This design comes from an exercise in tuning for small area on the open sky130 flow, not from production work. Function was checked by simulation only, so behaviour that the tests miss may differ from the original. The flow treats the clock pin as an ideal source, which a real chip does not have.

== job 101 ==
Design cpu_core, start of the top module:
module cpu_core (
	input  logic                  clk,
	input  logic                  rst,
	output cpu_isa_pkg::word_t    pc,
	output logic                  inst_req_valid,
	input  logic                  inst_req_ready,
	input  cpu_isa_pkg::word_t    instruction,
	input  logic                  inst_valid,
	output logic                  inst_ready,
	output cpu_bus_pkg::mem_req_t mem_req,
	input  logic                  mem_req_ready,
	input  cpu_isa_pkg::word_t    read_data,
	input  logic                  read_data_valid,
	output logic                  read_data_ready,
	output cpu_bus_pkg::retire_t  retire
);
For scale: ~1600 cells after synthesis, about 250 I/O pins.
Settings: LEC_CHECK=0, CAP_MARGIN=20, CORE_MARGIN=2, CORE_UTILIZATION=50, PLACE_DENSITY=0.65, SLEW_MARGIN=20; clock period 10.0 ns.
standard.sh (not shown) runs the stock make flow with config.mk's settings and CLKGATE_MAP_FILE= SYNTH_SCRIPT=/design/flow/synth_recipe.tcl, a recipe that flattens the netlist after the stock synthesis.
==> flow/flow/run.sh <==
#!/bin/bash
# The standard layout (standard.sh) with layout-only changes:
#  - synthesis maps logic with an area-oriented ABC script (flow/synth.tcl);
#    registers, flattening and renaming are as in synth_recipe.tcl
#  - port buffers are sky130_fd_sc_hd__buf_1
#  - CTS without dummy loads and with larger sink clusters
# The make output goes to standard_flow.log; ORFS keeps each step's log in orfs/logs.
set -euo pipefail
here=$(pwd)
export MY_ABC_SCRIPT="$here/flow/abc_area.script"
export BUFFER_PORTS_ARGS="-buffer_cell sky130_fd_sc_hd__buf_1"
export CTS_ARGS="-sink_clustering_enable -repair_clock_nets -dont_use_dummy_load -sink_clustering_size 30 -sink_clustering_max_diameter 100"
sed "s#SYNTH_SCRIPT=[^ ]*#SYNTH_SCRIPT=$here/flow/synth.tcl #" standard.sh > own_standard.sh
grep -q "SYNTH_SCRIPT=$here/flow/synth.tcl" own_standard.sh
bash own_standard.sh > standard_flow.log 2>&1
==> flow/flow/abc_area.script <==
strash
dch
amap
strash
dch
amap
topo
==> flow/flow/synth.tcl <==
# The standard flow's synthesis script (synth_recipe.tcl) with one change: abc maps with
# flow/abc_area.script (area-oriented amap) instead of ORFS's speed script.
proc synth {args} { yosys synth -nofsm -noshare {*}$args }
proc abc {args} {
  set i [lsearch -exact $args -script]
  if {$i >= 0} { lset args [expr {$i + 1}] $::env(MY_ABC_SCRIPT) }
  yosys abc {*}$args
}
source $::env(SCRIPTS_DIR)/synth.tcl
# left out here: clear keep_hierarchy, flatten, clean up, hide names made inside functions, write 1_2_yosys.v
--- input diff job 101..job 102 ---
diff --git a/flow/config.mk b/flow/config.mk
--- a/flow/config.mk
+++ b/flow/config.mk
@@ -10,2 +10,2 @@
-export CORE_UTILIZATION = 50
-export PLACE_DENSITY = 0.65
+export CORE_UTILIZATION = 65
+export PLACE_DENSITY = 0.75
--- outcome ---
- Job 102 went all the way through synthesis, placement and routing and the layout is clean on timing, DRC and antenna.
- Row global-route usage: job 102 higher / job 101 lower
- Summary of the comparison: non-clock buffer total of the final layout is lower in job 102, relative to job 101.
- Relative to job 101, the die area of job 102 is lower by 23%.

========
cpu_core, a different RTL version from the one above (not shown whole).
Size in the first run: roughly 250 I/O pins.
==> flow/design.v (excerpt) <==
module cpu_core (
	input  logic                  clk,
	input  logic                  rst,
	output cpu_isa_pkg::word_t    pc,
	output logic                  inst_req_valid,
	input  logic                  inst_req_ready,
	input  cpu_isa_pkg::word_t    instruction,
	input  logic                  inst_valid,
	output logic                  inst_ready,
	output cpu_bus_pkg::mem_req_t mem_req,
	input  logic                  mem_req_ready,
	input  cpu_isa_pkg::word_t    read_data,
	input  logic                  read_data_valid,
	output logic                  read_data_ready,
	output cpu_bus_pkg::retire_t  retire
);
clock: 10.0 ns
lec_check: 0
cap_margin: 20
core_margin: 2
core_utilization: 65
place_density: 0.75
slew_margin: 20
==> flow/flow/run.sh <==
#!/bin/bash
# The standard layout (standard.sh) with layout-only changes:
#  - synthesis maps logic with an area-oriented ABC script (flow/synth.tcl);
#    registers, flattening and renaming are as in synth_recipe.tcl
#  - port buffers are sky130_fd_sc_hd__buf_1
#  - CTS without dummy loads and with larger sink clusters
# The make output goes to standard_flow.log; ORFS keeps each step's log in orfs/logs.
set -euo pipefail
here=$(pwd)
export MY_ABC_SCRIPT="$here/flow/abc_area.script"
export BUFFER_PORTS_ARGS="-buffer_cell sky130_fd_sc_hd__buf_1"
export CTS_ARGS="-sink_clustering_enable -repair_clock_nets -dont_use_dummy_load -sink_clustering_size 22 -sink_clustering_max_diameter 100 -buf_list {sky130_fd_sc_hd__clkbuf_8 sky130_fd_sc_hd__clkbuf_16}"
sed "s#SYNTH_SCRIPT=[^ ]*#SYNTH_SCRIPT=$here/flow/synth.tcl #" standard.sh > own_standard.sh
grep -q "SYNTH_SCRIPT=$here/flow/synth.tcl" own_standard.sh
bash own_standard.sh > standard_flow.log 2>&1
Scripts as last shown in full above: flow/flow/abc_area.script, flow/flow/synth.tcl
Change:
--- a/flow/flow/run.sh
+++ b/flow/flow/run.sh
@@ -12 +12 @@
-export CTS_ARGS="-sink_clustering_enable -repair_clock_nets -dont_use_dummy_load -sink_clustering_size 22 -sink_clustering_max_diameter 100 -buf_list {sky130_fd_sc_hd__clkbuf_8 sky130_fd_sc_hd__clkbuf_16}"
+export CTS_ARGS="-sink_clustering_enable -repair_clock_nets -dont_use_dummy_load -sink_clustering_size 30 -sink_clustering_max_diameter 100"
After rerunning:
- maximum frequency drops by 0.58%
- clock skew drops by 0.016 ns
- cell area drops by 1.1%
- wire length drops by 3.2%
- global-route usage drops by 0.88 points
- worst setup slack got worse by 0.048 ns
- synthesized cell count is unchanged
- critical path depth drops by 4
- worst hold slack improved by 0.011 ns
- die area stays the same

## port drivers added, routing unchanged
The results above use ideal ports. As a check the final layouts listed here were re-extracted and re-timed, cells and wires unchanged. Step 1 sets driving cells, clkbuf_16 on the clock port and buf_2 on the other inputs (assumed; they add their load-dependent delay and slew). Step 2, shift: input delay + t, output delay - t, t = (earliest + latest rising clock arrival at the registers) / 2. This alone moves slack from input paths to output paths. Slacks: ideal ports / drivers / drivers and shift; pairs: ideal ports / drivers.
run | t (ns) | slack for setup (ns) | worst hold slack (ns) | worst setup path after step 2 | worst data-port slew with drivers (ns)
job 101 | 0.629 | 1.569 / 1.561 / 0.932 | 0.309 / 0.309 / 0.309 | input to register | 0.12
job 102 | 0.639 | 1.524 / 1.545 / 0.905 | 0.277 / 0.277 / 0.277 | input to register | 0.10
the first run of note 2 | 0.657 | 1.774 / 1.795 / 1.138 | 0.272 / 0.272 / 0.272 | input to register | 0.10
the second run of note 2 | 0.635 | 1.726 / 1.755 / 1.120 | 0.283 / 0.283 / 0.283 | input to register | 0.11
After both steps every run listed still meets setup and hold. The setup slack of job 101, which loses most, moves by -0.008 ns with the drivers and by -0.637 ns with both steps.
